This is an optimization exercise on Yosys and OpenROAD, whose aim is small area, a short achievable clock period and few clock cycles per item, not a production implementation.
In this exercise RTL edits were held to simulation tests only and were not proved equivalent to the original.
In runs 2 to 10 the design's own scripts or RTL, not TritonCTS, make the clock network.
The flow treats the clock pin as an ideal source. Dropping or thinning the clock tree relies on that and would not hold on a real chip.
Power figures rest on the tool's default switching activity, not on a simulated workload.

$ cat flow/design.v
`timescale 1ns/1ns
package fetch_pkg;
    parameter int XLEN = 32;
    typedef logic [XLEN-1:0] addr_t;
    typedef union packed {
        logic [3:0][7:0] bytes;
        logic [XLEN-1:0] word;
    } insn_word_u;
    typedef struct packed {
        logic  valid;
        addr_t pc;
    } lookup_t;
    typedef struct packed {
        logic       valid;
        addr_t      pc;
        insn_word_u insn;
    } fetch_t;
    typedef struct packed {
        logic  valid;
        addr_t pc;
    } redirect_t;
    typedef struct packed {
        logic       valid;
        addr_t      pc;
        insn_word_u data;
    } fill_t;
endpackage
`timescale 1ns/1ns
module fetch_top #(
    parameter int LO_W    = 6,
    parameter int CREDITS = 2
) (
    input  logic        clk,
    input  logic        rst_n_i,
    input  logic        redirect_valid_i,
    input  logic [31:0] redirect_pc_i,
    input  logic        credit_return_i,
    input  logic [7:0]  mem_data_i,
    output logic        fetch_valid_o,
    output logic [31:0] fetch_pc_o,
    output logic [31:0] fetch_insn_o,
    output logic        mem_rd_o,
    output logic [31:0] mem_addr_o
);
    localparam int LO = LO_W + 2;
    logic [31:LO]   hi_q;
    logic [LO-1:2]  rd_lo_q;
    logic [LO-1:2]  dl_lo_q;
    logic [1:0]     off_q;       
    logic [31:0]    insn_q;      
    logic           done_q;      
    logic           valid_q;     
    logic           carry_q;     
    logic [1:0]     occ_q;       
    logic           room;
    logic           last;
    logic           take;
    logic           wrap;
    assign room = (occ_q + {1'b0, valid_q}) < 2'(CREDITS);
    assign last = (off_q == 2'd3) && !carry_q;
    assign take = last && room;
    assign wrap = &rd_lo_q;
    always_ff @(posedge clk) begin
        if (!rst_n_i) begin
            hi_q    <= '0;
            rd_lo_q <= '0;
            off_q   <= 2'd0;
            done_q  <= 1'b0;
            valid_q <= 1'b0;
            carry_q <= 1'b0;
            occ_q   <= 2'd0;
        end else begin
            occ_q <= occ_q + {1'b0, valid_q} - {1'b0, credit_return_i};
            if (redirect_valid_i) begin
                hi_q    <= redirect_pc_i[31:LO];
                rd_lo_q <= redirect_pc_i[LO-1:2];
                off_q   <= 2'd0;
                done_q  <= 1'b0;
                valid_q <= 1'b0;
                carry_q <= 1'b0;
            end else begin
                done_q  <= take;
                valid_q <= done_q;
                if (!carry_q) begin
                    off_q <= off_q + 2'd1;
                end
                if (take) begin
                    rd_lo_q <= rd_lo_q + 1'b1;
                    carry_q <= wrap;
                end
                if (carry_q && valid_q) begin
                    hi_q    <= hi_q + 1'b1;
                    carry_q <= 1'b0;
                end
            end
        end
    end
    always_ff @(posedge clk) begin
        insn_q <= {mem_data_i, insn_q[31:8]};
        if (take) begin
            dl_lo_q <= rd_lo_q;
        end
    end
    assign mem_rd_o      = 1'b1;
    assign mem_addr_o    = {hi_q, rd_lo_q, off_q};
    assign fetch_valid_o = valid_q;
    assign fetch_pc_o    = {hi_q, dl_lo_q, 2'b00};
    assign fetch_insn_o  = insn_q;
endmodule
$ cat flow/flow/run.sh
#!/bin/bash
# standard layout with plain buf_1 port buffers and adjusted clock tree options
set -euo pipefail
export BUFFER_PORTS_ARGS="-buffer_cell sky130_fd_sc_hd__buf_1"
export CTS_ARGS="-sink_clustering_enable -repair_clock_nets -dont_use_dummy_load -sink_clustering_size 80 -sink_clustering_max_diameter 400 -sink_clustering_levels 1"
bash standard.sh > flow_standard.log 2>&1
$ cat flow/standard.sh
#!/bin/bash
# synth_recipe.tcl (not shown) runs the flow's synth.tcl, then flattens the netlist and writes it again
# the make line also repeats each setting of config.mk as NAME=value (left out here)
make -C /OpenROAD-flow-scripts/flow DESIGN_CONFIG=/design/flow/config.mk WORK_HOME=/design/flow/orfs CLKGATE_MAP_FILE= SYNTH_SCRIPT=/design/flow/synth_recipe.tcl "${@:-finish}"
$ cat flow/config.mk
export PLATFORM = sky130hd
export DESIGN_NAME = fetch_top
export DESIGN_NICKNAME = fetch_top
export VERILOG_FILES = /design/flow/design.v
export SDC_FILE = /design/flow/constraint.sdc
export NUM_CORES = 4
export LEC_CHECK = 0
export ABC_CLOCK_PERIOD_IN_PS = 2400
export CAP_MARGIN = 20
export CORE_MARGIN = 2
export CORE_UTILIZATION = 40
export SETUP_SLACK_MARGIN = 4.6
export SLEW_MARGIN = 20
$ cat flow/constraint.sdc
create_clock -name core_clock -period 7.0 [get_ports {clk}]
set_input_delay 1.4000 -clock core_clock [delete_from_list [all_inputs] [get_ports {clk}]]
set_output_delay 1.4000 -clock core_clock [all_outputs]
set_load 0.01 [all_outputs]
==> results of run 1 <==
synth_stat cells (7+ instances only):
cell       n  area share
a211oi_1   8       0.021
inv_1      8       0.010
a21oi_1    9       0.015
xor2_1     8       0.024
nor3_1     9       0.015
buf_4     28       0.072
nand3_1   12       0.021
xnor2_1    9       0.027
a31oi_1    7       0.015
dfxtp_1   69        0.47
nand2_1   15       0.019
clkbuf_1  12       0.015
o21ai_0   23       0.039
nor2_1    15       0.019
nand4_1    8       0.017
cell families after synthesis:
| kind of cell | synth area share |
|---|---|
| flops | 0.534 |
| mux | 0.00342 |
| simple gates | 0.169 |
| compound gates | 0.121 |
| fa+ha+maj | 0.0214 |
| other cells | 0.00257 |
| buf+inv | 0.0975 |
| xor+xnor | 0.0509 |
registers in the layout (all words and copies together), names as in the netlist:
signal / flops
done_q: 1
occ_q: 2
off_q: 2
carry_q: 1
dl_lo_q: 6
rd_lo_q: 6
valid_q: 1
hi_q: 24
insn_q: 32
layer usage:
layer,GRT usage,share of wire,vias to the layer above
li1,-,-,1253
met1,0.213,0.47,1106
met2,0.240,0.46,82
met3,0.0397,0.054,9
met4,0.0814,0.016,0
met5,0,0,-
power by group through the flow:
stage | Clock [W] | Sequential [W] | Combinational, W
floorplan | 0 | 0.000496 | 0.0000521
global placement | 0 | 0.000488 | 0.0000866
detailed placement | 0 | 0.000489 | 0.0000869
CTS | 0.000253 | 0.000480 | 0.0000875
global route | 0.000273 | 0.000484 | 0.0000987
finish | 0.000244 | 0.000480 | 0.0000869
how the worst max path moves through the flow:
stage / startpoint / endpoint / slack, ns / depth (start not counted)
detailed placement: redirect_valid_i / rd_lo_q[7] / 4.26 / 5
finish: rd_lo_q[3] / mem_addr_o[3] / 4.67 / 1
floorplan: redirect_valid_i / hi_q[11] / 4.76 / 4
CTS: redirect_valid_i / rd_lo_q[7] / 4.61 / 5
global route: hi_q[30] / mem_addr_o[30] / 4.60 / 1
global placement: redirect_valid_i / hi_q[26] / 4.28 / 5
per-stage QoR:
step                utilization  hold slack [ns]  total power, W  setup slack (ns)  cells
finish                    0.484            0.328        0.000811              4.67    505
global route              0.484            0.334        0.000855              4.60    505
CTS                       0.482            0.333        0.000820              4.61    505
detailed placement        0.463            0.334        0.000576              4.26    496
global placement          0.463            0.332        0.000574              4.28    496
floorplan                     -            0.382        0.000548              4.76    299
cell type report:
cell class | instances | area [sq um]
Fill cell | 679 | 3700
Sequential cell | 75 | 1570
Multi-Input combinational cell | 176 | 1090
Timing Repair Buffer | 138 | 532
Clock buffer | 9 | 124
Tap cell | 99 | 124
Inverter | 8 | 30.0
what timing repair did:
item                       in CTS  in global routing
setup endpoints to repair       7                 38
resized for setup               4                 10
pin swaps                       0                  1
==> results.yml, run 1 <==
status:
  status: "complete, no violations"
run:
  cap_violations: 0
synth:
  synth_flop_cell: "dfxtp_1"
  ys_seq_area_frac: 0.534
  async_flop_share: 0
  synth_area_sq_um: 2930
  ys_ff_latch: 75
  yosys_warnings: 1
  synth_cell_type_count: 35
  avgSynthCellArea_sq_um: 9.82
  synth_edf_count: 6
  synthCells: 298
clock_tree:
  cts_setup_buffers: 0
  cts_root_buf: "clkbuf_8"
  clockBufferDepth: 2
  numCtsBuffers: 9
  clkTransAtPathRegs_ns: 0.09
  postCtsHoldBufs: 0
  htree_levels: 3
  tritoncts: "done"
  cts_sinks: 75
  clkLatencyLatePin_ns: 0.35
sta:
  slew_violations: 0
  maxSlewHeadroom: 0.470
  hold_violations: 0
  period_needed_ns: 2.33
  setup_tns_ns: 0
  fin_crit_sh: 0.333
  skew_ns: 0.0328
  tightest_slew_ns: 0.790
  rsz0062_at_grt: "no"
  max_clock_freq_mhz: 429
  setup_viol: 0
critical_path:
  r2r_slack_ns: 4.75
  worstPathMaxFanout: 6
  cp-start-kind: "flip-flop"
  cp_cell_sequence: "buf_1"
  slowest_stage: "dfxtp_1"
  critical_path_class: "flip-flop to primary output"
  crit_family: "flip-flops"
  arrival_ns: 0.93
  path_buf_inv: 1
  ff2ff_path_depth: 4
  slowest_delay_ns: 0.42
  r2r-start: "hi_q[10]"
  worst_setup_path_end_kind: "primary output"
  timing.rr.end: "hi_q[26]"
  cp.required_ns: 5.60
hold_path:
  worstHoldStart: "insn_q[21]"
  whs_endpoint: "insn_q[13]"
  hp-class: "flip-flop to flip-flop"
  min_path_cells: 0
floorplan:
  core_area_sq_um: 7180
  rows: 31
  die_w_um: 89.5
  num_io_pins: 142
  die_area_sq_um: 8020
  die_h_um: 89.5
  initial_utilization: 0.408
routing:
  drc: 0
  first_pass_iters: 4
  routed_via_density: 4.85
  wl_per_cell_um: 12.8
  drt_iter0_drc: 81
  wirelength_um: 6490
  ant_nets: 0
  via_count: 2450
power_and_ir_drop:
  clock_power_share: 0.301
  leakagePower_nw: 1.20
  p_comb_frac: 0.107
  net-switching-power_w: 0.000205
  powerDensity_nw_per_um2: 234
  p_sw_frac: 0.253
  internal_power_w: 0.000606
  ir_drop_mv: 0.0832
  seqPwrFrac: 0.592
finish:
  antenna_cells: 0
  final_common_cell: "buf_1"
  layout-drive-gt1-share: 0.0665
  syn_to_final_growth_pct: 18.7
  nets: 457
  design_area_sq_um: 3470
  layout_common_cells: "buf_1, dfxtp_1, o21ai_0, nand2_1, nor2_1"
placed_design:
  numPortBuffers: 136
  dp_hpwl_um: 4580
  placed_cell_area_sq_um: 3320
  place_congestion: 0.741
grt:
  grt_start_max_net_pins: 59
  first_global_vias: 2009
  grt.overflow.total: 0
  antenna_found_initial: 0
  gr-usage-all-layers: 0.160
  grt_first_pass_wirelength_um: 9700
Testbench counts, summed over its fixed seeds: cycles 69,980, items 16,000.
==> run 2: changes to the inputs <==
==> flow/flow/run.sh (replaced) <==
#!/bin/bash
# standard layout with plain buf_1 port buffers and a one-level clock tree
set -euo pipefail
export BUFFER_PORTS_ARGS="-buffer_cell sky130_fd_sc_hd__buf_1"
export CTS_ARGS="-sink_clustering_enable -repair_clock_nets -dont_use_dummy_load"
export POST_CTS_TCL="$PWD/flow/post_cts.tcl"
bash standard.sh > flow_standard.log 2>&1
==> flow/flow/post_cts.tcl (new file) <==
# POST_CTS hook: rebuild the clock tree that CTS made (a root buffer feeding
# leaf buffers) as one level: NLEAF clock buffers, each fed from the clock
# port and driving the flip-flops of one quarter of the core
set nleaf 4
set leaf_cell sky130_fd_sc_hd__clkbuf_8
set block [ord::get_db_block]
set clk_net [$block findNet clk]
set dbu [$block getDbUnitsPerMicron]

# every clock buffer below the port, and every flip-flop clock pin below them
set bufs {}
set sinks {}
set todo [list $clk_net]
while {[llength $todo]} {
  set net [lindex $todo 0]
  set todo [lrange $todo 1 end]
  foreach it [$net getITerms] {
    if {![$it isInputSignal]} { continue }
    set inst [$it getInst]
    if {[string match "sky130_fd_sc_hd__clkbuf*" [[$inst getMaster] getName]]} {
      lappend bufs $inst
      lappend todo [[$inst findITerm X] getNet]
    } else {
      lappend sinks $it
    }
  }
}
puts "post_cts: [llength $bufs] clock buffers, [llength $sinks] sinks"

# sink positions; split by median x, then each half by median y
proc center {it} {
  set bb [[$it getInst] getBBox]
  return [list [expr {([$bb xMin] + [$bb xMax]) / 2}] [expr {([$bb yMin] + [$bb yMax]) / 2}]]
}
set pts {}
foreach it $sinks { lappend pts [concat [center $it] [list $it]] }
set pts [lsort -integer -index 0 $pts]
set half [expr {[llength $pts] / 2}]
set groups {}
foreach part [list [lrange $pts 0 [expr {$half - 1}]] [lrange $pts $half end]] {
  set part [lsort -integer -index 1 $part]
  set h [expr {[llength $part] / 2}]
  lappend groups [lrange $part 0 [expr {$h - 1}]] [lrange $part $h end]
}

# remove the old tree
foreach it $sinks { $it disconnect }
foreach inst $bufs {
  set onet [[$inst findITerm X] getNet]
  foreach it [$inst getITerms] { if {[$it getNet] ne "NULL"} { $it disconnect } }
  odb::dbInst_destroy $inst
  if {$onet ne "NULL" && [$onet getName] ne "clk"} { odb::dbNet_destroy $onet }
}

# new leaves
set master [[ord::get_db] findMaster $leaf_cell]
set i 0
foreach g $groups {
  set name "clkleaf_$i"
  set inst [odb::dbInst_create $block $master $name]
  set net [odb::dbNet_create $block "clknet_leaf_$i"]
  $net setSigType CLOCK
  [$inst findITerm A] connect $clk_net
  [$inst findITerm X] connect $net
  set sx 0; set sy 0
  foreach p $g {
    [lindex $p 2] connect $net
    set sx [expr {$sx + [lindex $p 0]}]
    set sy [expr {$sy + [lindex $p 1]}]
  }
  set n [llength $g]
  place_inst -name $name -location [list [expr {double($sx) / $n / $dbu}] [expr {double($sy) / $n / $dbu}]] -status PLACED
  puts "post_cts: $name drives $n sinks"
  incr i
}
detailed_placement
check_placement -verbose
estimate_parasitics -placement
report_clock_skew
report_clock_min_period
--- a/flow/config.mk
+++ b/flow/config.mk
@@ -5,7 +5,6 @@
 export SDC_FILE = /design/flow/constraint.sdc
 export NUM_CORES = 4
 export LEC_CHECK = 0
-export ABC_CLOCK_PERIOD_IN_PS = 2400
 export CAP_MARGIN = 20
 export CORE_MARGIN = 2
 export CORE_UTILIZATION = 40
==> results.yml, run 2 <==
status:
  status: "complete, no violations"
routing:
  top_layer: "met3"
  via_count: 2416
  wirelength_um: 6410
  route.met3.wl_um: 337
  wl_per_cell_um: 12.8
  drt_iter0_drc: 53
  wl_met1_um: 3090
  drc: 0
  met2_length_um: 2980
  first_pass_iters: 4
  ant_nets: 0
  routed_via_density: 4.81
placed_design:
  place_congestion: 0.741
  numPortBuffers: 136
  dp_hpwl_um: 4580
  dp.cells: 496
sta:
  maxSlewHeadroom: 0.466
  max_clock_freq_mhz: 428
  skew_ns: 0.0141
  setup_viol: 0
  period_needed_ns: 2.34
  rsz0062_at_grt: "yes"
  setup_tns_ns: 0
  hold_violations: 0
  fin_crit_sh: 0.334
  slew_violations: 0
  tightest_slew_ns: 0.794
synth:
  synth_edf_count: 6
  synth_cell_type_count: 35
  avgSynthCellArea_sq_um: 9.82
  synthCells: 298
  synthTopCellsByArea: "dfxtp_1, buf_4, edfxtp_1"
  ys_ff_latch: 75
  yosys_warnings: 1
  async_flop_share: 0
  synth_top_cell_area_share: 0.472
  synthTopCellsByCount: "dfxtp_1, buf_4, o21ai_0"
  synth_most_common_cell: "dfxtp_1"
  synth_top_area_cell: "dfxtp_1"
  synth_area_sq_um: 2930
  synth_flop_cell: "dfxtp_1"
  ys_seq_area_frac: 0.534
finish:
  multi_input_area_sq_um: 1100
  final_cells: 502
  antenna_cells: 0
  largest_reg_flops: 32
  layout_common_cells: "buf_1, dfxtp_1, o21ai_0, nand2_1, nor2_1"
  nets: 454
  seqCellArea_sq_um: 1570
  fillerInstances: 696
  syn_to_final_growth_pct: 17.1
  top_regs: "insn_q (32), hi_q (24)"
  largest_register: "insn_q"
  layout-drive-gt1-share: 0.0471
  final_common_cell: "buf_1"
critical_path:
  ff2ff_path_depth: 4
  worstPathMaxFanout: 58
  worst_setup_path_end_kind: "flip-flop"
  r2r-start: "carry_q"
  cp_cell_sequence: "clkbuf_2 > inv_1 > buf_8 > nand3_1 > a31o_2 > nand3_1"
  slowest_stage: "buf_8"
  arrival_ns: 2.45
  critical_path_class: "primary input to flip-flop"
  cp-startpoint: "redirect_valid_i"
  slowest_delay_ns: 0.30
  r2r_slack_ns: 4.75
  timing.rr.end: "hi_q[25]"
  cp.required_ns: 7.11
  cp-start-kind: "primary input"
  crit_top_cell: "nand3_1"
hold_path:
  hp-class: "flip-flop to flip-flop"
  min_path_cells: 0
  worstHoldStart: "insn_q[12]"
  whs_endpoint: "insn_q[4]"
floorplan:
  rows: 31
  num_io_pins: 142
  die_w_um: 89.5
  core_area_sq_um: 7180
  die_area_sq_um: 8020
  initial_utilization: 0.408
  die_h_um: 89.5
power_and_ir_drop:
  ir_drop_mv: 0.0928
  leakagePower_nw: 1.16
  powerDensity_nw_per_um2: 212
run:
  cap_violations: 0
grt:
  gr-usage-all-layers: 0.151
  grt_first_pass_wirelength_um: 9500
  antenna_found_initial: 0
  grt.overflow.total: 0
  first_global_vias: 1944
  grt_start_max_net_pins: 59
clock_tree:
  cts_sinks: 75
  clkTransAtPathRegs_ns: 0.11
  clkLatencyLatePin_ns: 0.17
[run 2: worst max-delay path by stage]
| stage | end | cells after the start | slack, ns |
|---|---|---|---|
| 3_3_place_gp | hi_q[26] | 5 | 4.28 |
| 6_report | hi_q[28] | 6 | 4.66 |
| 3_5_place_dp | rd_lo_q[7] | 5 | 4.26 |
| 5_1_grt | hi_q[29] | 4 | 4.60 |
| 2_1_floorplan | hi_q[11] | 4 | 4.76 |
[run 2: cell type report]
class                   instances  share of cell area
plain buffers                   4              0.0161
inverters                       8             0.00986
multi-input cells             176               0.321
flip-flops and latches         75               0.457
well taps                      99              0.0362
repair buffers                140               0.160
[run 2: cell families after synthesis]
family | share of synthesized area
mux | 0.00342
xor+xnor | 0.0509
buf+inv | 0.0975
simple gates | 0.169
flops | 0.534
other cells | 0.00257
compound gates | 0.121
fa+ha+maj | 0.0214
[run 2: worst max-delay path, delay by kind of cell]
family | cells | cell delay [ns]
buffers and inverters | 3 | 0.63
AOI/OAI and AO/OA | 1 | 0.22
and+or+nand+nor | 2 | 0.18
[run 2: per-layer routing]
metal,GRT usage,up-vias
li1,-,1247
met1,0.213,1092
met2,0.236,77
met3,0.0397,0
met4,0.0285,0
met5,0,-
[run 2: power by group]
group	internal, W	switching, W	leakage (nW)	total, W
Clock	0.0000534	0.000106	0.0288	0.000159
Sequential	0.000457	0.0000226	0.633	0.000479
Combinational	0.0000346	0.0000535	0.501	0.0000881
[run 2: metrics by stage]
step           instance area (sq um)  setup slack, ns  utilization  hold slack, ns  power, W
2_1_floorplan                   2930             4.76            -           0.382  0.000548
3_3_place_gp                    3320             4.28        0.463           0.332  0.000574
3_5_place_dp                    3320             4.26        0.463           0.334  0.000576
5_1_grt                         3430             4.60        0.477           0.359  0.000761
6_report                        3430             4.66        0.477           0.354  0.000726
==> run 3: changes to the inputs <==
--- a/flow/config.mk
+++ b/flow/config.mk
@@ -8,5 +8,5 @@
 export CAP_MARGIN = 20
 export CORE_MARGIN = 2
 export CORE_UTILIZATION = 40
-export SETUP_SLACK_MARGIN = 4.6
+export SETUP_SLACK_MARGIN = 4.78
 export SLEW_MARGIN = 20
==> results.yml, run 3 <==
grt:
  antenna_found_initial: 0
  gr-usage-all-layers: 0.176
  grt_first_pass_wirelength_um: 11000
  grt_start_max_net_pins: 32
  grt.overflow.total: 0
  first_global_vias: 2320
synth:
  ys_seq_area_frac: 0.534
  async_flop_share: 0
  synth_top_family_by_area: "simple AND/OR/NAND/NOR gates"
  synth_edf_count: 6
  synth_simple_gate_area_frac: 0.169
  synthTopCellsByCount: "dfxtp_1, buf_4, o21ai_0"
  ys_ff_latch: 75
  yosys_warnings: 1
  synth_top_area_cell: "dfxtp_1"
  synth_area_sq_um: 2930
  synth_cell_type_count: 35
  synth_flop_cell: "dfxtp_1"
  synthCells: 298
  synth_compound_area_frac: 0.121
  avgSynthCellArea_sq_um: 9.82
  synth_fa_ha_area_frac: 0.0214
  synth_top_cell_area_share: 0.472
  synth_most_common_cell: "dfxtp_1"
  synthMuxAreaShare: 0.00342
  synth_xor_area_frac: 0.0509
  synthTopCellsByArea: "dfxtp_1, buf_4, edfxtp_1"
sta:
  hold_violations: 0
  setup_tns_ns: 0
  max_clock_freq_mhz: 463
  rsz0062_at_grt: "yes"
  maxSlewHeadroom: 0.522
  slew_violations: 0
  fin_crit_sh: 0.309
  setup_viol: 0
  tightest_slew_ns: 0.710
  skew_ns: 0.0115
  period_needed_ns: 2.16
power_and_ir_drop:
  power_w: 0.000767
  leakagePower_nw: 1.67
  powerDensity_nw_per_um2: 188
  ir_drop_mv: 0.0917
finish:
  top_regs: "insn_q (32), hi_q (24)"
  nets: 489
  final_cells: 537
  design_area_sq_um: 4080
  fillerInstances: 656
  syn_to_final_growth_pct: 39.3
  largest_reg_flops: 32
  largest_register: "insn_q"
  antenna_cells: 0
  layout-drive-gt1-share: 0.397
  layout_common_cells: "buf_2, buf_1, buf_4, dfxtp_1, buf_6"
  final_common_cell: "buf_2"
critical_path:
  cp.required_ns: 7.11
  worst_setup_path_end_kind: "flip-flop"
  timing.rr.end: "hi_q[26]"
  cp-start-kind: "primary input"
  r2r_slack_ns: 4.92
  r2r-start: "hi_q[13]"
  worstPathMaxFanout: 13
  arrival_ns: 2.27
  ff2ff_path_depth: 5
  critical_path_class: "primary input to flip-flop"
floorplan:
  num_io_pins: 142
  core_area_sq_um: 7180
  die_area_sq_um: 8020
  die_w_um: 89.5
  rows: 31
  initial_utilization: 0.408
  die_h_um: 89.5
routing:
  routed_via_density: 4.87
  first_pass_iters: 4
  via_count: 2613
  drt_iter0_drc: 56
  ant_nets: 0
  drc: 0
  wl_per_cell_um: 13.6
  wirelength_um: 7300
hold_path:
  min_path_cells: 0
  whs_endpoint: "insn_q[20]"
  worstHoldStart: "insn_q[28]"
  hp-class: "flip-flop to flip-flop"
placed_design:
  dp_hpwl_um: 4660
  placed_cell_area_sq_um: 3330
  numPortBuffers: 136
  dp.cells: 497
  place_congestion: 0.731
status:
  status: "complete, no violations"
run:
  cap_violations: 0
clock_tree:
  clkLatencyLatePin_ns: 0.17
  clkTransAtPathRegs_ns: 0.11
  cts_sinks: 75
## run 3: cell types whose count changed in the layout (fill, tap and decap cells not counted), moves of 2 or more
cell | before | now
buf_4 | 3 | 34
buf_6 | 0 | 25
dfxtp_1 | 66 | 31
dfxtp_4 | 0 | 16
dfxtp_2 | 3 | 22
clkinvlp_4 | 1 | 3
buf_12 | 0 | 2
buf_1 | 135 | 53
buf_2 | 0 | 58
## run 3: metrics by stage
stage	utilization	hold slack [ns]	setup WS, ns
after floorplan	-	0.382	4.84
after global placement	0.464	0.332	3.79
after detailed placement	0.464	0.335	3.78
after global routing	0.568	0.359	4.74
final	0.568	0.348	4.84
## run 3: layout make-up
class	instances	area, sq um	area share
multi-input combinational	176	1110	0.272
timing repair inverter	1	7.51	0.00184
buffer	4	55.1	0.0135
tap	99	124	0.0304
timing repair buffer	174	1100	0.269
sequential	75	1650	0.405
inverter	8	37.5	0.00921
## run 3: report_power, final
part	internal [W]	switching (W)
Combinational	0.0000695	0.0000684
Sequential	0.000456	0.0000155
Clock	0.0000534	0.000104
## run 3: critical path: stages
cell and delay (ns):
clkbuf_2 0.17, buf_12 0.16, clkinvlp_4 0.14, nor3_1 0.15, nand4_1 0.11, nand3_1 0.13
## run 3: cell families after synthesis
kind of cell	after synthesis
buffers and inverters	48
AND/OR/NAND/NOR	92
multiplexers	1
XOR/XNOR	17
other	2
adder cells (fa/ha/maj)	5
AO/OA/AOI/OAI	58
flip-flops	75
## run 3: worst max-delay path by stage
stage,to,start
after global placement,hi_q[20],redirect_valid_i
after floorplan,hi_q[11],redirect_valid_i
after detailed placement,hi_q[20],redirect_valid_i
final,hi_q[28],rst_n_i
after global routing,rd_lo_q[7],rst_n_i
## run 3: metal layers
| metal | wire (um) | vias to the layer above | track usage |
|---|---|---|---|
| met5 | 0 | - | 0 |
| met4 | 47 | 0 | 0.0312 |
| met3 | 434 | 3 | 0.0406 |
| met2 | 3540 | 85 | 0.304 |
| met1 | 3280 | 1202 | 0.228 |
| li1 | - | 1323 | - |
==> run 4: changes to the inputs <==
--- a/flow/config.mk
+++ b/flow/config.mk
@@ -8,5 +8,5 @@
 export CAP_MARGIN = 20
 export CORE_MARGIN = 2
 export CORE_UTILIZATION = 40
-export SETUP_SLACK_MARGIN = 4.78
+export SETUP_SLACK_MARGIN = 4.66
 export SLEW_MARGIN = 20
==> results.yml, run 4 <==
synth:
  yosys_warnings: 1
  synth_top_area_cell: "dfxtp_1"
  avgSynthCellArea_sq_um: 9.82
  synth_top_cell_area_share: 0.472
  ys_seq_area_frac: 0.534
  synth_area_sq_um: 2930
  synth_most_common_cell: "dfxtp_1"
  ys_ff_latch: 75
  synthCells: 298
  synth_flop_cell: "dfxtp_1"
  synth_xor_area_frac: 0.0509
  synth_simple_gate_area_frac: 0.169
  synth_top_family_by_area: "simple AND/OR/NAND/NOR gates"
  synth_edf_count: 6
  async_flop_share: 0
  synthTopCellsByArea: "dfxtp_1, buf_4, edfxtp_1"
  synth_cell_type_count: 35
  synth_fa_ha_area_frac: 0.0214
  synth_compound_area_frac: 0.121
  synthTopCellsByCount: "dfxtp_1, buf_4, o21ai_0"
  synthMuxAreaShare: 0.00342
grt:
  grt_start_max_net_pins: 59
  grt.overflow.total: 0
  antenna_found_initial: 0
  gr-usage-all-layers: 0.151
  first_global_vias: 1944
  grt_first_pass_wirelength_um: 9500
floorplan:
  num_io_pins: 142
  rows: 31
  die_h_um: 89.5
  die_w_um: 89.5
  initial_utilization: 0.408
  die_area_sq_um: 8020
  core_area_sq_um: 7180
critical_path:
  slowest_stage: "buf_8"
  critical_path_class: "primary input to flip-flop"
  arrival_ns: 2.39
  cp-startpoint: "redirect_valid_i"
  crit_top_cell: "nand3_1"
  ff2ff_path_depth: 4
  r2r-start: "hi_q[14]"
  r2r_slack_ns: 4.81
  slowest_delay_ns: 0.29
  cp-endpoint: "hi_q[28]"
  cp-start-kind: "primary input"
  worstPathMaxFanout: 58
  cp_cell_sequence: "buf_2 > inv_1 > buf_8 > nand3_1 > a31o_2 > nand3_1"
  worst_setup_path_end_kind: "flip-flop"
  timing.rr.end: "hi_q[26]"
  cp.required_ns: 7.11
routing:
  drt_iter0_drc: 70
  route.met3.wl_um: 360
  drc: 0
  via_count: 2436
  met2_length_um: 3010
  routed_via_density: 4.83
  wl_met1_um: 3030
  top_layer: "met3"
  wirelength_um: 6400
  first_pass_iters: 4
  wl_per_cell_um: 12.7
  ant_nets: 0
clock_tree:
  clkTransAtPathRegs_ns: 0.11
  clkLatencyLatePin_ns: 0.17
  cts_sinks: 75
finish:
  fillerInstances: 691
  syn_to_final_growth_pct: 18.5
  layout-drive-gt1-share: 0.0790
  antenna_cells: 0
  largest_reg_flops: 32
  fin_util: 0.483
  largest_register: "insn_q"
  final_common_cell: "buf_1"
  final_cells: 504
  design_area_sq_um: 3470
  nets: 456
  layout_common_cells: "buf_1, dfxtp_1, o21ai_0, nand2_1, nor2_1"
  top_regs: "insn_q (32), hi_q (24)"
sta:
  setup_viol: 0
  tightest_slew_ns: 0.787
  setup_tns_ns: 0
  fin_crit_sh: 0.325
  skew_ns: 0.0129
  maxSlewHeadroom: 0.471
  period_needed_ns: 2.27
  slew_violations: 0
  hold_violations: 0
  rsz0062_at_grt: "yes"
  max_clock_freq_mhz: 440
power_and_ir_drop:
  power_w: 0.000727
  ir_drop_mv: 0.0885
  powerDensity_nw_per_um2: 210
  leakagePower_nw: 1.20
hold_path:
  hp-class: "flip-flop to flip-flop"
  min_path_cells: 0
placed_design:
  dp_hpwl_um: 4580
  place_congestion: 0.741
  placed_cell_area_sq_um: 3320
  dp.cells: 496
  numPortBuffers: 136
run:
  cap_violations: 0
status:
  status: "complete, no violations"
-- run 4: metrics by stage --
step / hold WS (ns) / setup WS (ns)
2_1_floorplan: 0.382 / 4.76
3_3_place_gp: 0.332 / 4.28
3_5_place_dp: 0.334 / 4.26
5_1_grt: 0.359 / 4.65
6_report: 0.354 / 4.73
-- run 4: worst min-delay path by stage --
stage | start | to | slack [ns]
finish | insn_q[12] | insn_q[4] | 0.35
global route | insn_q[28] | insn_q[20] | 0.36
detailed placement | insn_q[27] | insn_q[19] | 0.33
global placement | insn_q[10] | insn_q[2] | 0.33
floorplan | insn_q[8] | insn_q[0] | 0.38
-- run 4: final cells by class --
cell class                 count  area [sq um]  share of cell area
sequential                    75          1580               0.455
multi-input combinational    176          1110               0.319
timing repair buffer         142           569               0.164
tap                           99           124              0.0357
buffer                         4          55.1              0.0159
inverter                       8          33.8             0.00974
-- run 4: per-layer routing --
| metal | track usage | vias up |
|---|---|---|
| met5 | 0 | - |
| li1 | - | 1249 |
| met3 | 0.0397 | 0 |
| met2 | 0.236 | 83 |
| met4 | 0.0285 | 0 |
| met1 | 0.213 | 1104 |
-- run 4: critical path: cells and delay by family --
family / cells / cell delay [ns]
AO/OA/AOI/OAI: 1 / 0.22
buffers and inverters: 3 / 0.57
AND/OR/NAND/NOR: 2 / 0.18
-- run 4: power by group --
group	total, W	switching, W	leakage, nW	internal, W
Sequential	0.000480	0.0000225	0.636	0.000458
Clock	0.000159	0.000105	0.0288	0.0000534
Combinational	0.0000885	0.0000535	0.530	0.0000349
Total	0.000727	0.000181	1.20	0.000546
-- run 4: logic make-up after synthesis --
logic type | Yosys count
xor gates and xnor gates | 17
other | 2
muxes | 1
and+or+nand+nor | 92
buffers and inverters | 48
AOI/OAI and AO/OA | 58
adders and majority gates | 5
DFF | 75
==> run 5: changes to the inputs <==
--- a/flow/config.mk
+++ b/flow/config.mk
@@ -8,5 +8,5 @@
 export CAP_MARGIN = 20
 export CORE_MARGIN = 2
 export CORE_UTILIZATION = 40
-export SETUP_SLACK_MARGIN = 4.66
+export SETUP_SLACK_MARGIN = 4.73
 export SLEW_MARGIN = 20
==> results.yml, run 5 <==
sta:
  setup_viol: 0
  rsz0062_at_grt: "no"
  tightest_slew_ns: 0.784
  period_needed_ns: 2.18
  maxSlewHeadroom: 0.474
  hold_violations: 0
  skew_ns: 0.00763
  fin_hold_ws_ns: 0.354
  finalWorstSetupSlack_ns: 4.82
  max_clock_freq_mhz: 459
  slew_violations: 0
  setup_tns_ns: 0
  fin_crit_sh: 0.311
synth:
  synthTopCellsByCount: "dfxtp_1, buf_4, o21ai_0"
  synth_area_sq_um: 2930
  synthCells: 298
  synthTopCellsByArea: "dfxtp_1, buf_4, edfxtp_1"
  synth_top_area_cell: "dfxtp_1"
  async_flop_share: 0
  synth_edf_count: 6
  synth_flop_cell: "dfxtp_1"
  synth_most_common_cell: "dfxtp_1"
  ys_ff_latch: 75
  avgSynthCellArea_sq_um: 9.82
  ys_seq_area_frac: 0.534
  synth_top_cell_area_share: 0.472
  yosys_warnings: 1
  synth_cell_type_count: 35
floorplan:
  die_area_sq_um: 8020
  initial_utilization: 0.408
  die_w_um: 89.5
  num_io_pins: 142
  rows: 31
  die_h_um: 89.5
  core_area_sq_um: 7180
finish:
  syn_to_final_growth_pct: 23.8
  fillerInstances: 684
  layout-drive-gt1-share: 0.235
  design_area_sq_um: 3620
  nets: 460
  largest_reg_flops: 32
  antenna_cells: 0
  final_cells: 508
  multi_input_area_sq_um: 1100
  final_common_cell: "buf_1"
  layout_common_cells: "buf_1, buf_2, dfxtp_1, o21ai_0, dfxtp_2"
  top_regs: "insn_q (32), hi_q (24)"
  largest_register: "insn_q"
  seqCellArea_sq_um: 1630
critical_path:
  r2r_slack_ns: 4.89
  worst_setup_path_end_kind: "flip-flop"
  arrival_ns: 2.25
  cp.required_ns: 7.07
  cp-start-kind: "primary input"
  critical_path_class: "primary input to flip-flop"
  worstPathMaxFanout: 26
routing:
  via_count: 2492
  wirelength_um: 6750
  drt_iter0_drc: 76
  first_pass_iters: 4
  ant_nets: 0
  routed_via_density: 4.91
  drc: 0
  wl_per_cell_um: 13.3
power_and_ir_drop:
  ir_drop_mv: 0.0920
  powerDensity_nw_per_um2: 202
  leakagePower_nw: 1.36
grt:
  first_global_vias: 2001
  grt.overflow.total: 0
  grt_first_pass_wirelength_um: 9720
  antenna_found_initial: 0
  gr-usage-all-layers: 0.155
  grt_start_max_net_pins: 59
placed_design:
  dp_slack_ns: 4.26
  numPortBuffers: 136
  placed_cell_area_sq_um: 3320
  dp_hpwl_um: 4580
  dp.cells: 496
  place_congestion: 0.741
hold_path:
  hp-class: "flip-flop to flip-flop"
clock_tree:
  clkTransAtPathRegs_ns: 0.11
  clkLatencyLatePin_ns: 0.16
  cts_sinks: 75
status:
  status: "complete, no violations"
run:
  cap_violations: 0
## run 5: cell types whose count changed in the layout (fill, tap and decap cells not counted), sizes merged
cell	change
buf	+2
clkbuf	+2
## run 5: area by class of cell
cell class / instances / share of cell area
sequential: 75 / 0.449
multi-input combinational: 176 / 0.305
timing repair buffer: 146 / 0.187
tap: 99 / 0.0342
buffer: 4 / 0.0152
inverter: 8 / 0.00932
## run 5: through the flow
| stage | utilization | power (W) |
|---|---|---|
| after global placement | 0.463 | 0.000574 |
| after detailed placement | 0.463 | 0.000576 |
| after global routing | 0.505 | 0.000772 |
| after floorplan | - | 0.000548 |
| final | 0.505 | 0.000732 |
## run 5: metal layers
layer,wire length [um],global-route usage,vias to the layer above
li1,-,-,1256
met1,3150,0.212,1149
met2,3160,0.250,85
met3,393,0.0397,2
met4,43,0.0285,0
met5,0,0,-
## run 5: cell families after synthesis
group,synth area share
fa+ha+maj,0.0214
compound gates,0.121
xor+xnor,0.0509
buf+inv,0.0975
simple gates,0.169
mux,0.00342
flops,0.534
other cells,0.00257
## run 5: worst paths after layout
kind / depth (start not counted) / endpoint / from
setup / recovery: 5 / hi_q[13] / rst_n_i
hold / removal: 0 / insn_q[4] / insn_q[12]
setup reg to reg: 5 / hi_q[26] / hi_q[8]
hold reg to reg: 0 / insn_q[4] / insn_q[12]
## run 5: power by group
| group | internal [W] | leakage [nW] | switching [W] |
|---|---|---|---|
| registers | 0.000457 | 0.645 | 0.0000216 |
| logic | 0.0000422 | 0.686 | 0.0000556 |
| clock network | 0.0000533 | 0.0288 | 0.000102 |
## run 5: worst max-delay path, stage by stage
cell and delay (ns):
buf_1 0.11, buf_8 0.19, clkinvlp_4 0.16, buf_4 0.20, a311oi_1 0.19
==> run 6: changes to the inputs <==
--- a/flow/config.mk
+++ b/flow/config.mk
@@ -8,5 +8,5 @@
 export CAP_MARGIN = 20
 export CORE_MARGIN = 2
 export CORE_UTILIZATION = 40
-export SETUP_SLACK_MARGIN = 4.73
+export SETUP_SLACK_MARGIN = 4.7
 export SLEW_MARGIN = 20
==> results.yml, run 6 <==
status:
  status: "complete, no violations"
power_and_ir_drop:
  powerDensity_nw_per_um2: 208
  power_w: 0.000729
  ir_drop_mv: 0.0888
  leakagePower_nw: 1.24
placed_design:
  dp_hpwl_um: 4580
  numPortBuffers: 136
  place_congestion: 0.741
synth:
  avgSynthCellArea_sq_um: 9.82
  synthTopCellsByArea: "dfxtp_1, buf_4, edfxtp_1"
  async_flop_share: 0
  synth_top_area_cell: "dfxtp_1"
  yosys_warnings: 1
  synth_most_common_cell: "dfxtp_1"
  synth_fa_ha_area_frac: 0.0214
  synth_compound_area_frac: 0.121
  synthMuxAreaShare: 0.00342
  ys_ff_latch: 75
  synth_cell_type_count: 35
  synth_flop_cell: "dfxtp_1"
  synth_edf_count: 6
  synth_top_family_by_area: "simple AND/OR/NAND/NOR gates"
  synthCells: 298
  synthTopCellsByCount: "dfxtp_1, buf_4, o21ai_0"
  synth_xor_area_frac: 0.0509
  synth_area_sq_um: 2930
  synth_simple_gate_area_frac: 0.169
  synth_top_cell_area_share: 0.472
  ys_seq_area_frac: 0.534
routing:
  first_pass_iters: 4
  wl_per_cell_um: 12.8
  drt_iter0_drc: 87
  drc: 0
  via_count: 2438
  wirelength_um: 6440
  routed_via_density: 4.84
  ant_nets: 0
grt:
  grt_first_pass_wirelength_um: 9530
  antenna_found_initial: 0
  grt_start_max_net_pins: 59
  first_global_vias: 1952
  grt.overflow.total: 0
  gr-usage-all-layers: 0.151
clock_tree:
  clkTransAtPathRegs_ns: 0.11
  clkLatencyLatePin_ns: 0.17
  cts_sinks: 75
sta:
  slew_violations: 0
  hold_violations: 0
  period_needed_ns: 2.23
  maxSlewHeadroom: 0.459
  skew_ns: 0.0142
  fin_crit_sh: 0.319
  tightest_slew_ns: 0.805
  setup_tns_ns: 0
  rsz0062_at_grt: "no"
  max_clock_freq_mhz: 448
  setup_viol: 0
critical_path:
  cp-endpoint: "hi_q[28]"
  timing.rr.end: "hi_q[26]"
  cp-start-kind: "primary input"
  worstPathMaxFanout: 58
  cp.required_ns: 7.11
  arrival_ns: 2.34
  r2r-start: "hi_q[8]"
  worst_setup_path_end_kind: "flip-flop"
  r2r_slack_ns: 4.88
  ff2ff_path_depth: 5
  critical_path_class: "primary input to flip-flop"
  cp-startpoint: "redirect_valid_i"
floorplan:
  die_h_um: 89.5
  rows: 31
  die_area_sq_um: 8020
  die_w_um: 89.5
  initial_utilization: 0.408
  num_io_pins: 142
  core_area_sq_um: 7180
finish:
  top_regs: "insn_q (32), hi_q (24)"
  layout_common_cells: "buf_1, dfxtp_1, dfxtp_2, o21ai_0"
  syn_to_final_growth_pct: 20.1
  largest_register: "insn_q"
  final_common_cell: "buf_1"
  layout-drive-gt1-share: 0.148
  antenna_cells: 0
  nets: 456
  largest_reg_flops: 32
run:
  cap_violations: 0
hold_path:
  hp-class: "flip-flop to flip-flop"
## run 6: cell count changes in the layout (fill, tap and decap cells not counted), moves of 2 or more
cell     delta
buf_1      +27
buf_2      -25
dfxtp_4     -7
buf_4       -4
dfxtp_2     +4
dfxtp_1     +3
nor4_2      -2
## run 6: logic make-up after synthesis
logic type / count (synthesis)
fa+ha+maj: 5
simple gates: 92
flops: 75
compound gates: 58
mux: 1
xor+xnor: 17
buf+inv: 48
other cells: 2
## run 6: layout make-up
class / instances / area, sq um
Timing Repair Buffer: 142 / 588
Inverter: 8 / 33.8
Tap cell: 99 / 124
Sequential cell: 75 / 1610
Multi-Input combinational cell: 176 / 1110
Fill cell: 683 / 3660
Buffer: 4 / 55.1
## run 6: worst max-delay path, cell delays in order
cell and delay (ns):
buf_2 0.18, inv_1 0.12, buf_12 0.25, nand3_1 0.11, a31o_2 0.22, nand3_1 0.06
## run 6: routing by layer
metal	track usage	part of all wire	up-vias
li1	-	-	1252
met1	0.212	0.48	1105
met2	0.238	0.46	79
met3	0.0397	0.053	2
met4	0.0285	0.0067	0
met5	0	0	-
## run 6: worst min-delay path by stage
| stage | from | end | cells after the start |
|---|---|---|---|
| 6_report | insn_q[12] | insn_q[4] | 0 |
| 5_1_grt | insn_q[28] | insn_q[20] | 0 |
| 3_5_place_dp | insn_q[27] | insn_q[19] | 0 |
| 3_3_place_gp | insn_q[10] | insn_q[2] | 0 |
| 2_1_floorplan | insn_q[8] | insn_q[0] | 0 |
## run 6: through the flow
stage          cell area [sq um]   util  setup slack, ns  cells  hold WS (ns)
2_1_floorplan               2930      -             4.76    299         0.382
3_3_place_gp                3320  0.463             4.28    496         0.332
3_5_place_dp                3320  0.463             4.26    496         0.334
5_1_grt                     3510  0.490             4.69    504         0.359
6_report                    3510  0.490             4.77    504         0.354
## run 6: report_power, final
part	total (W)	internal (W)	switching, W
registers	0.000481	0.000458	0.0000224
logic	0.0000903	0.0000366	0.0000537
clock network	0.000159	0.0000534	0.000105
total	0.000729	0.000548	0.000181
==> run 7: changes to the inputs <==
--- a/flow/config.mk
+++ b/flow/config.mk
@@ -8,5 +8,6 @@
 export CAP_MARGIN = 20
 export CORE_MARGIN = 2
 export CORE_UTILIZATION = 40
+export PLACE_DENSITY = 0.8
 export SETUP_SLACK_MARGIN = 4.7
 export SLEW_MARGIN = 20
==> results.yml, run 7 <==
sta:
  setup_viol: 0
  maxSlewHeadroom: 0.447
  fin_crit_sh: 0.315
  slew_violations: 0
  period_needed_ns: 2.20
  setup_tns_ns: 0
  rsz0062_at_grt: "no"
  max_clock_freq_mhz: 454
  skew_ns: 0.0118
  tightest_slew_ns: 0.823
  hold_violations: 0
floorplan:
  die_h_um: 89.5
  core_area_sq_um: 7180
  rows: 31
  die_area_sq_um: 8020
  initial_utilization: 0.408
  num_io_pins: 142
  die_w_um: 89.5
critical_path:
  cp-start-kind: "primary input"
  slowest_delay_ns: 0.20
  timing.rr.end: "hi_q[26]"
  r2r-start: "hi_q[8]"
  critical_path_class: "primary input to flip-flop"
  cp.required_ns: 7.10
  cp-startpoint: "redirect_valid_i"
  cp_cell_sequence: "buf_4 > clkinvlp_4 > buf_12 > and4_1 > nor3_1"
  r2r_slack_ns: 4.85
  crit_family: "buffers and inverters"
  path_buf_inv: 3
  worst_setup_path_end_kind: "flip-flop"
  ff2ff_path_depth: 5
  slowest_stage: "buf_12"
  arrival_ns: 2.30
  path_depth: 5
  worstPathMaxFanout: 47
synth:
  synthTopCellsByArea: "dfxtp_1, buf_4, edfxtp_1"
  yosys_warnings: 1
  avgSynthCellArea_sq_um: 9.82
  synth_edf_count: 6
  synth_top_area_cell: "dfxtp_1"
  synth_flop_cell: "dfxtp_1"
  synth_area_sq_um: 2930
  ys_ff_latch: 75
  synthTopCellsByCount: "dfxtp_1, buf_4, o21ai_0"
  synth_most_common_cell: "dfxtp_1"
  ys_seq_area_frac: 0.534
  synthCells: 298
  synth_top_cell_area_share: 0.472
  synth_cell_type_count: 35
  async_flop_share: 0
grt:
  antenna_found_initial: 0
  grt_first_pass_wirelength_um: 10100
  grt_start_max_net_pins: 48
  grt.overflow.total: 0
  gr-usage-all-layers: 0.160
  first_global_vias: 2105
hold_path:
  hp-class: "flip-flop to flip-flop"
  whs_endpoint: "insn_q[3]"
  min_path_cells: 0
  worstHoldStart: "insn_q[11]"
finish:
  top_regs: "insn_q (32), hi_q (24)"
  layout_common_cells: "buf_1, dfxtp_1, dfxtp_2, o21ai_0"
  antenna_cells: 0
  syn_to_final_growth_pct: 20.2
  layout-drive-gt1-share: 0.135
  nets: 458
  final_common_cell: "buf_1"
  final_cells: 506
  largest_register: "insn_q"
  largest_reg_flops: 32
clock_tree:
  clkLatencyLatePin_ns: 0.17
  clkTransAtPathRegs_ns: 0.11
  cts_sinks: 75
placed_design:
  place_congestion: 0.792
  numPortBuffers: 136
  dp.cells: 496
  dp_hpwl_um: 4900
routing:
  first_pass_iters: 4
  wl_per_cell_um: 13.2
  ant_nets: 0
  routed_via_density: 4.95
  wirelength_um: 6680
  drt_iter0_drc: 87
  drc: 0
  via_count: 2507
power_and_ir_drop:
  powerDensity_nw_per_um2: 208
  leakagePower_nw: 1.21
  ir_drop_mv: 0.0888
run:
  cap_violations: 0
status:
  status: "complete, no violations"
run 7: cell count changes in the layout (fill, tap and decap cells not counted), moves of 2 or more:
cell,delta
dfxtp_2,-2
buf_2,-7
dfxtp_1,+2
buf_4,+3
buf_1,+6
run 7: through the flow:
stage | hold slack [ns] | cell area, sq um | total power (W) | setup slack, ns | util
2_1_floorplan | 0.382 | 2930 | 0.000548 | 4.76 | -
5_1_grt | 0.361 | 3520 | 0.000768 | 4.72 | 0.490
3_3_place_gp | 0.331 | 3320 | 0.000573 | 4.02 | 0.463
6_report | 0.353 | 3520 | 0.000731 | 4.80 | 0.490
3_5_place_dp | 0.335 | 3320 | 0.000577 | 4.00 | 0.463
run 7: how the worst max path moves through the flow:
stage,end,slack (ns)
global route,rd_lo_q[7],4.72
global placement,rd_lo_q[7],4.02
floorplan,hi_q[11],4.76
detailed placement,hi_q[20],4.00
finish,hi_q[20],4.80
run 7: layout make-up:
| class | instances | area [sq um] |
|---|---|---|
| plain buffers | 4 | 55.1 |
| fillers | 713 | 3660 |
| inverters | 8 | 37.5 |
| multi-input cells | 176 | 1100 |
| flip-flops and latches | 75 | 1600 |
| well taps | 99 | 124 |
| repair buffers | 144 | 598 |
run 7: where the power goes:
group / leakage, nW / switching [W] / internal (W) / total (W)
clock: 0.0288 / 0.000105 / 0.0000534 / 0.000159
sequential: 0.642 / 0.0000226 / 0.000458 / 0.000481
combinational: 0.540 / 0.0000545 / 0.0000371 / 0.0000916
run 7: metal layers:
metal | up-vias | track usage | routed length, um
met4 | 0 | 0.0339 | 38
met1 | 1166 | 0.219 | 3080
met3 | 2 | 0.0323 | 385
li1 | 1251 | - | -
met5 | - | 0 | 0
met2 | 88 | 0.261 | 3180
run 7: kinds of logic (layout without fill, tap and decap cells):
group	Yosys count	count (layout)	share of synthesized area
xor+xnor	17	17	0.0509
other cells	2	3	0.00257
buf+inv	48	156	0.0975
mux	1	1	0.00342
fa+ha+maj	5	5	0.0214
flops	75	75	0.534
simple gates	92	92	0.169
compound gates	58	58	0.121
==> run 8: changes to the inputs <==
--- a/flow/config.mk
+++ b/flow/config.mk
@@ -8,6 +8,6 @@
 export CAP_MARGIN = 20
 export CORE_MARGIN = 2
 export CORE_UTILIZATION = 40
-export PLACE_DENSITY = 0.8
+export PLACE_DENSITY = 0.45
 export SETUP_SLACK_MARGIN = 4.7
 export SLEW_MARGIN = 20
==> results.yml, run 8 <==
sta:
  tightest_slew_ns: 0.808
  hold_violations: 0
  fin_crit_sh: 0.321
  rsz0062_at_grt: "yes"
  skew_ns: 0.0104
  maxSlewHeadroom: 0.457
  finalWorstSetupSlack_ns: 4.75
  setup_viol: 0
  setup_tns_ns: 0
  max_clock_freq_mhz: 445
  period_needed_ns: 2.25
  slew_violations: 0
power_and_ir_drop:
  powerDensity_nw_per_um2: 207
  p_sw_frac: 0.248
  internal_power_w: 0.000549
  ir_drop_mv: 0.0824
  clock_power_share: 0.217
  leakagePower_nw: 1.23
  seqPwrFrac: 0.658
  net-switching-power_w: 0.000181
  power_w: 0.000730
  p_comb_frac: 0.125
synth:
  synth_most_common_cell: "dfxtp_1"
  synth_flop_cell: "dfxtp_1"
  avgSynthCellArea_sq_um: 9.82
  synth_cell_type_count: 35
  synth_area_sq_um: 2930
  synth_top_cell_area_share: 0.472
  synthTopCellsByArea: "dfxtp_1, buf_4, edfxtp_1"
  ys_seq_area_frac: 0.534
  yosys_warnings: 1
  synthTopCellsByCount: "dfxtp_1, buf_4, o21ai_0"
  synth_edf_count: 6
  ys_ff_latch: 75
  synth_top_area_cell: "dfxtp_1"
  synthCells: 298
  async_flop_share: 0
finish:
  final_common_cell: "buf_1"
  syn_to_final_growth_pct: 20.2
  antenna_cells: 0
  fillerInstances: 716
  multi_input_area_sq_um: 1090
  fin_util: 0.490
  largest_register: "insn_q"
  seqCellArea_sq_um: 1610
  nets: 458
  top_regs: "insn_q (32), hi_q (24)"
  layout-drive-gt1-share: 0.145
  layout_common_cells: "buf_1, dfxtp_1, dfxtp_2, o21ai_0"
  largest_reg_flops: 32
critical_path:
  r2r-start: "hi_q[12]"
  worstPathMaxFanout: 47
  arrival_ns: 2.35
  slowest_stage: "clkbuf_4"
  cp.required_ns: 7.10
  cp-start-kind: "primary input"
  cp_cell_sequence: "clkbuf_4 > clkinvlp_4 > buf_12 > and4_1 > nor3_1"
  cp-endpoint: "hi_q[20]"
  cp-startpoint: "redirect_valid_i"
  timing.rr.end: "hi_q[26]"
  crit_family: "buffers and inverters"
  ff2ff_path_depth: 4
  path_depth: 5
  r2r_slack_ns: 4.88
  critical_path_class: "primary input to flip-flop"
  slowest_delay_ns: 0.21
  worst_setup_path_end_kind: "flip-flop"
  path_buf_inv: 3
status:
  status: "complete, no violations"
routing:
  routed_via_density: 4.78
  drt_iter0_drc: 68
  drc: 0
  wl_per_cell_um: 13.1
  via_count: 2418
  wirelength_um: 6620
  ant_nets: 0
  first_pass_iters: 4
clock_tree:
  clkTransAtPathRegs_ns: 0.11
  clkLatencyLatePin_ns: 0.17
  cts_sinks: 75
placed_design:
  dp_slack_ns: 3.99
  dp_hpwl_um: 4700
  place_congestion: 0.765
  numPortBuffers: 136
floorplan:
  die_h_um: 89.5
  die_w_um: 89.5
  num_io_pins: 142
  core_area_sq_um: 7180
  die_area_sq_um: 8020
  initial_utilization: 0.408
  rows: 31
hold_path:
  hp-class: "flip-flop to flip-flop"
  min_path_cells: 0
grt:
  grt_first_pass_wirelength_um: 10100
  first_global_vias: 2053
  gr-usage-all-layers: 0.164
  grt.overflow.total: 0
  antenna_found_initial: 0
  grt_start_max_net_pins: 48
run:
  cap_violations: 0
-- run 8: cell count changes in the layout (fill, tap and decap cells not counted), sizes merged --
cell / change
buf: -1
clkbuf: +1
-- run 8: cell type report --
type	count	area share
Buffer	4	0.0157
Inverter	8	0.0107
Multi-Input combinational cell	176	0.309
Sequential cell	75	0.456
Tap cell	99	0.0352
Timing Repair Buffer	144	0.173
-- run 8: worst min path at each step --
stage | start | slack [ns] | endpoint
floorplan | insn_q[8] | 0.38 | insn_q[0]
global placement | insn_q[25] | 0.33 | insn_q[17]
detailed placement | insn_q[22] | 0.33 | insn_q[14]
global route | insn_q[22] | 0.36 | insn_q[14]
finish | insn_q[14] | 0.35 | insn_q[6]
-- run 8: kinds of logic (layout without fill, tap and decap cells) --
family                     Yosys count  count (layout)  share of synthesized area
buffers and inverters               48             156                     0.0975
muxes                                1               1                    0.00342
and+or+nand+nor                     92              92                      0.169
xor gates and xnor gates            17              17                     0.0509
AOI/OAI and AO/OA                   58              58                      0.121
adders and majority gates            5               5                     0.0214
DFF                                 75              75                      0.534
other                                2               3                    0.00257
-- run 8: power groups by stage --
stage	Clock (W)	Sequential (W)	Combinational (W)
2_1_floorplan	0	0.000496	0.0000521
3_3_place_gp	0	0.000488	0.0000870
3_5_place_dp	0	0.000489	0.0000870
5_1_grt	0.000179	0.000484	0.000105
6_report	0.000159	0.000480	0.0000912
-- run 8: through the flow --
stage	std cells	hold slack (ns)	instance area, sq um
after floorplan	299	0.382	2930
after detailed placement	497	0.334	3330
after global placement	497	0.331	3330
final	506	0.353	3520
after global routing	506	0.359	3520
-- run 8: per-layer routing --
| metal | vias to the layer above | wire length (um) | track usage |
|---|---|---|---|
| li1 | 1251 | - | - |
| met5 | - | 0 | 0 |
| met3 | 5 | 360 | 0.0471 |
| met1 | 1086 | 3150 | 0.222 |
| met2 | 76 | 3060 | 0.261 |
| met4 | 0 | 57 | 0.0326 |
==> run 9: changes to the inputs <==
--- a/flow/config.mk
+++ b/flow/config.mk
@@ -8,6 +8,6 @@
 export CAP_MARGIN = 20
 export CORE_MARGIN = 2
 export CORE_UTILIZATION = 40
-export PLACE_DENSITY = 0.45
+export PLACE_DENSITY = 0.92
 export SETUP_SLACK_MARGIN = 4.7
 export SLEW_MARGIN = 20
==> results.yml, run 9 <==
critical_path:
  arrival_ns: 2.32
  worst_setup_path_end_kind: "flip-flop"
  cp.required_ns: 7.08
  worstPathMaxFanout: 39
  r2r-start: "carry_q"
  cp-start-kind: "primary input"
  critical_path_class: "primary input to flip-flop"
  ff2ff_path_depth: 5
  cp-startpoint: "redirect_valid_i"
power_and_ir_drop:
  powerDensity_nw_per_um2: 207
  ir_drop_mv: 0.0914
  p_comb_frac: 0.128
  clock_power_share: 0.216
  internal_power_w: 0.000549
  seqPwrFrac: 0.657
  net-switching-power_w: 0.000183
  p_sw_frac: 0.250
  leakagePower_nw: 1.25
synth:
  synth_most_common_cell: "dfxtp_1"
  synthTopCellsByCount: "dfxtp_1, buf_4, o21ai_0"
  synth_cell_type_count: 35
  synth_area_sq_um: 2930
  avgSynthCellArea_sq_um: 9.82
  synth_flop_cell: "dfxtp_1"
  synth_top_area_cell: "dfxtp_1"
  yosys_warnings: 1
  ys_seq_area_frac: 0.534
  synth_top_cell_area_share: 0.472
  async_flop_share: 0
  synth_edf_count: 6
  synthCells: 298
  synthTopCellsByArea: "dfxtp_1, buf_4, edfxtp_1"
  ys_ff_latch: 75
floorplan:
  die_w_um: 89.5
  die_area_sq_um: 8020
  initial_utilization: 0.408
  rows: 31
  die_h_um: 89.5
  num_io_pins: 142
  core_area_sq_um: 7180
hold_path:
  min_path_cells: 0
  hp-class: "flip-flop to flip-flop"
  worstHoldStart: "insn_q[15]"
grt:
  grt.overflow.total: 0
  grt_first_pass_wirelength_um: 10200
  grt_start_max_net_pins: 40
  antenna_found_initial: 0
  first_global_vias: 2178
  gr-usage-all-layers: 0.162
run:
  cap_violations: 0
sta:
  period_needed_ns: 2.23
  maxSlewHeadroom: 0.501
  fin_crit_sh: 0.319
  setup_tns_ns: 0
  tightest_slew_ns: 0.743
  hold_violations: 0
  slew_violations: 0
  max_clock_freq_mhz: 448
  rsz0062_at_grt: "no"
  fin_hold_ws_ns: 0.356
  skew_ns: 0.00670
  setup_viol: 0
status:
  status: "complete, no violations"
finish:
  antenna_cells: 0
  nets: 459
  syn_to_final_growth_pct: 20.7
  final_common_cell: "buf_1"
  layout_common_cells: "buf_1, dfxtp_1, o21ai_0, dfxtp_2"
  layout-drive-gt1-share: 0.142
  largest_register: "insn_q"
  top_regs: "insn_q (32), hi_q (24)"
  largest_reg_flops: 32
clock_tree:
  clkTransAtPathRegs_ns: 0.11
  cts_sinks: 75
  clkLatencyLatePin_ns: 0.17
placed_design:
  numPortBuffers: 136
  dp_hpwl_um: 5050
  place_congestion: 0.762
routing:
  via_count: 2486
  drc: 0
  routed_via_density: 4.90
  first_pass_iters: 4
  ant_nets: 0
  drt_iter0_drc: 101
  wl_per_cell_um: 13.6
  wirelength_um: 6910
[run 9: cell types whose count changed in the layout (fill, tap and decap cells not counted), sizes merged]
cell,before,now
clkinvlp,2,3
buf,143,144
clkbuf,5,4
[run 9: layout make-up]
type | instances | area [sq um]
well taps | 99 | 124
inverters | 8 | 37.5
flip-flops and latches | 75 | 1600
repair inverters | 1 | 7.51
fillers | 709 | 3640
multi-input cells | 176 | 1110
plain buffers | 4 | 55.1
repair buffers | 144 | 604
[run 9: logic make-up (layout without fill, tap and decap cells)]
kind of cell             count (synthesis)  count (layout)  share of synthesized area
AO/OA/AOI/OAI                           58              58                      0.121
other                                    2               3                    0.00257
multiplexers                             1               1                    0.00342
buffers and inverters                   48             157                     0.0975
adder cells (fa/ha/maj)                  5               5                     0.0214
AND/OR/NAND/NOR                         92              92                      0.169
XOR/XNOR                                17              17                     0.0509
flip-flops                              75              75                      0.534
[run 9: worst max-delay path, stage by stage]
cell and delay, ns:
buf_1 0.09, buf_6 0.15, clkinvlp_4 0.11, buf_8 0.18
and4_1 0.19, nor3_1 0.18
[run 9: power by group through the flow]
stage	Clock, W	Sequential (W)	Combinational, W
2_1_floorplan	0	0.000496	0.0000521
3_3_place_gp	0	0.000486	0.0000867
3_5_place_dp	0	0.000490	0.0000882
5_1_grt	0.000175	0.000485	0.000106
6_report	0.000158	0.000481	0.0000934
[run 9: final timing paths]
path | end | slack, ns
max | hi_q[27] | 4.77
min | insn_q[7] | 0.36
max reg2reg | hi_q[25] | 4.87
min reg2reg | insn_q[7] | 0.36
[run 9: stage by stage]
stage | instances | worst slack (ns) | util | total power [W] | area [sq um]
global placement | 497 | 4.05 | 0.464 | 0.000573 | 3330
detailed placement | 497 | 3.98 | 0.464 | 0.000578 | 3330
finish | 507 | 4.77 | 0.492 | 0.000732 | 3530
floorplan | 299 | 4.76 | - | 0.000548 | 2930
global route | 507 | 4.70 | 0.492 | 0.000765 | 3530
[run 9: layer usage]
layer,global-route usage,wire length [um],vias up,part of all wire
met5,0,0,-,0
met4,0.0421,99,0,0.014
met3,0.0194,305,10,0.044
met2,0.299,3590,78,0.52
met1,0.199,2920,1140,0.42
li1,-,-,1258,-
==> run 10: changes to the inputs <==
--- a/flow/flow/post_cts.tcl
+++ b/flow/flow/post_cts.tcl
@@ -2,7 +2,7 @@
 # leaf buffers) as one level: NLEAF clock buffers, each fed from the clock
 # port and driving the flip-flops of one quarter of the core
 set nleaf 4
-set leaf_cell sky130_fd_sc_hd__clkbuf_8
+set leaf_cell sky130_fd_sc_hd__clkbuf_16
 set block [ord::get_db_block]
 set clk_net [$block findNet clk]
 set dbu [$block getDbUnitsPerMicron]
--- a/flow/config.mk
+++ b/flow/config.mk
@@ -8,6 +8,5 @@
 export CAP_MARGIN = 20
 export CORE_MARGIN = 2
 export CORE_UTILIZATION = 40
-export PLACE_DENSITY = 0.92
 export SETUP_SLACK_MARGIN = 4.7
 export SLEW_MARGIN = 20
==> results.yml, run 10 <==
routing:
  routed_via_density: 4.94
  wl_per_cell_um: 13.3
  ant_nets: 0
  first_pass_iters: 4
  via_count: 2496
  drc: 0
  drt_iter0_drc: 72
  wirelength_um: 6710
floorplan:
  die_area_sq_um: 8020
  initial_utilization: 0.408
  die_w_um: 89.5
  rows: 31
  num_io_pins: 142
  die_h_um: 89.5
  core_area_sq_um: 7180
power_and_ir_drop:
  power_w: 0.000782
  ir_drop_mv: 0.0987
  leakagePower_nw: 1.28
  powerDensity_nw_per_um2: 217
placed_design:
  dp.cells: 496
  place_congestion: 0.741
  placed_cell_area_sq_um: 3320
  numPortBuffers: 136
  dp_hpwl_um: 4580
run:
  cap_violations: 0
synth:
  async_flop_share: 0
  avgSynthCellArea_sq_um: 9.82
  ys_ff_latch: 75
  synth_area_sq_um: 2930
  synth_edf_count: 6
  synth_top_cell_area_share: 0.472
  synthCells: 298
  synth_flop_cell: "dfxtp_1"
  ys_seq_area_frac: 0.534
  synth_top_area_cell: "dfxtp_1"
  synthTopCellsByArea: "dfxtp_1, buf_4, edfxtp_1"
  yosys_warnings: 1
  synthTopCellsByCount: "dfxtp_1, buf_4, o21ai_0"
  synth_cell_type_count: 35
  synth_most_common_cell: "dfxtp_1"
critical_path:
  worstPathMaxFanout: 26
  r2r_slack_ns: 4.89
  arrival_ns: 2.25
  cp-start-kind: "primary input"
  critical_path_class: "primary input to flip-flop"
  ff2ff_path_depth: 4
  cp.required_ns: 7.05
  worst_setup_path_end_kind: "flip-flop"
grt:
  grt.overflow.total: 0
  first_global_vias: 1969
  gr-usage-all-layers: 0.152
  grt_start_max_net_pins: 59
  antenna_found_initial: 0
  grt_first_pass_wirelength_um: 9510
finish:
  syn_to_final_growth_pct: 22.9
  nets: 457
  design_area_sq_um: 3600
  layout_common_cells: "buf_1, dfxtp_1, dfxtp_2, o21ai_0"
  fin_util: 0.501
  largest_register: "insn_q"
  layout-drive-gt1-share: 0.155
  final_cells: 505
  antenna_cells: 0
  largest_reg_flops: 32
  fillerInstances: 667
  top_regs: "insn_q (32), hi_q (24)"
  final_common_cell: "buf_1"
sta:
  setup_viol: 0
  fin_crit_sh: 0.315
  setup_tns_ns: 0
  slew_violations: 0
  tightest_slew_ns: 0.770
  rsz0062_at_grt: "no"
  skew_ns: 0.00775
  period_needed_ns: 2.20
  hold_violations: 0
  max_clock_freq_mhz: 454
  maxSlewHeadroom: 0.483
clock_tree:
  clkTransAtPathRegs_ns: 0.08
  clkLatencyLatePin_ns: 0.15
  cts_sinks: 75
hold_path:
  hp-class: "flip-flop to flip-flop"
  min_path_cells: 0
status:
  status: "complete, no violations"
run 10: per-stage QoR:
stage          hold slack, ns  worst slack, ns
2_1_floorplan           0.382             4.76
3_3_place_gp            0.332             4.28
3_5_place_dp            0.334             4.26
5_1_grt                 0.354             4.69
6_report                0.349             4.80
run 10: cell families after synthesis:
family                   Yosys count  synth area share
other                              2           0.00257
flip-flops                        75             0.534
adder cells (fa/ha/maj)            5            0.0214
multiplexers                       1           0.00342
XOR/XNOR                          17            0.0509
buffers and inverters             48            0.0975
AND/OR/NAND/NOR                   92             0.169
AO/OA/AOI/OAI                     58             0.121
run 10: final cells by class:
type	count	area [sq um]	share of cell area
flip-flops and latches	75	1610	0.447
repair buffers	143	619	0.172
multi-input cells	176	1110	0.310
well taps	99	124	0.0344
plain buffers	4	100	0.0278
inverters	8	33.8	0.00939
run 10: path summary, 6_finish.rpt:
path,startpoint,to
worst max-delay path,rst_n_i,hi_q[13]
worst min-delay path,insn_q[12],insn_q[4]
worst max register to register,hi_q[14],hi_q[26]
worst min register to register,insn_q[12],insn_q[4]
run 10: power by group:
part           total (W)  internal [W]  switching, W
clock network   0.000208      0.000103      0.000105
registers       0.000481      0.000458     0.0000226
logic          0.0000931     0.0000383     0.0000548
run 10: worst max-delay path: stages:
cell and delay, ns:
buf_1 0.11, buf_8 0.19, clkinvlp_4 0.15, buf_4 0.20
a311oi_1 0.20
run 10: routing by layer:
layer	GRT usage	vias up	share of wire
met3	0.0397	3	0.054
met4	0.0326	0	0.0076
met5	0	-	0
met1	0.210	1152	0.48
met2	0.239	84	0.46
li1	-	1257	-

## port drivers added, routing unchanged
Ports are ideal in the flow. The routed layouts listed here were re-timed in OpenROAD. Step 1 sets driving cells, clkbuf_16 on the clock port and buf_2 on the other inputs (assumed; they add their load-dependent delay and slew). Step 2 adds t to the input delays and takes it off the output delays; t is the mean of the earliest and latest rising clock arrival at the registers after step 1. Input paths then give back, and output paths get back, about the clock's delay inside the block. a / b / c = ideal / step 1 / step 2; a / b = the first two.
| run | shift t [ns] | setup WS [ns] | slew at the worst register clock pin (ns) |
|---|---|---|---|
| run 1 | 0.363 | 4.667 / 4.637 / 4.395 | 0.09 / 0.09 |
| run 2 | 0.216 | 4.664 / 4.687 / 4.470 | 0.12 / 0.12 |
| run 3 | 0.220 | 4.840 / 4.862 / 4.654 | 0.11 / 0.11 |
| run 4 | 0.216 | 4.728 / 4.749 / 4.537 | 0.11 / 0.11 |
| run 5 | 0.216 | 4.820 / 4.819 / 4.636 | 0.11 / 0.11 |
| run 6 | 0.221 | 4.768 / 4.785 / 4.576 | 0.12 / 0.12 |
| run 7 | 0.220 | 4.798 / 4.781 / 4.603 | 0.12 / 0.11 |
| run 8 | 0.224 | 4.751 / 4.783 / 4.559 | 0.11 / 0.11 |
| run 9 | 0.216 | 4.767 / 4.789 / 4.579 | 0.11 / 0.11 |
| run 10 | 0.216 | 4.798 / 4.808 / 4.632 | 0.08 / 0.08 |
After both steps every run listed still meets setup and hold. For run 1, which loses most, drivers alone change the setup slack by -0.030 ns; drivers and shift together by -0.272 ns.
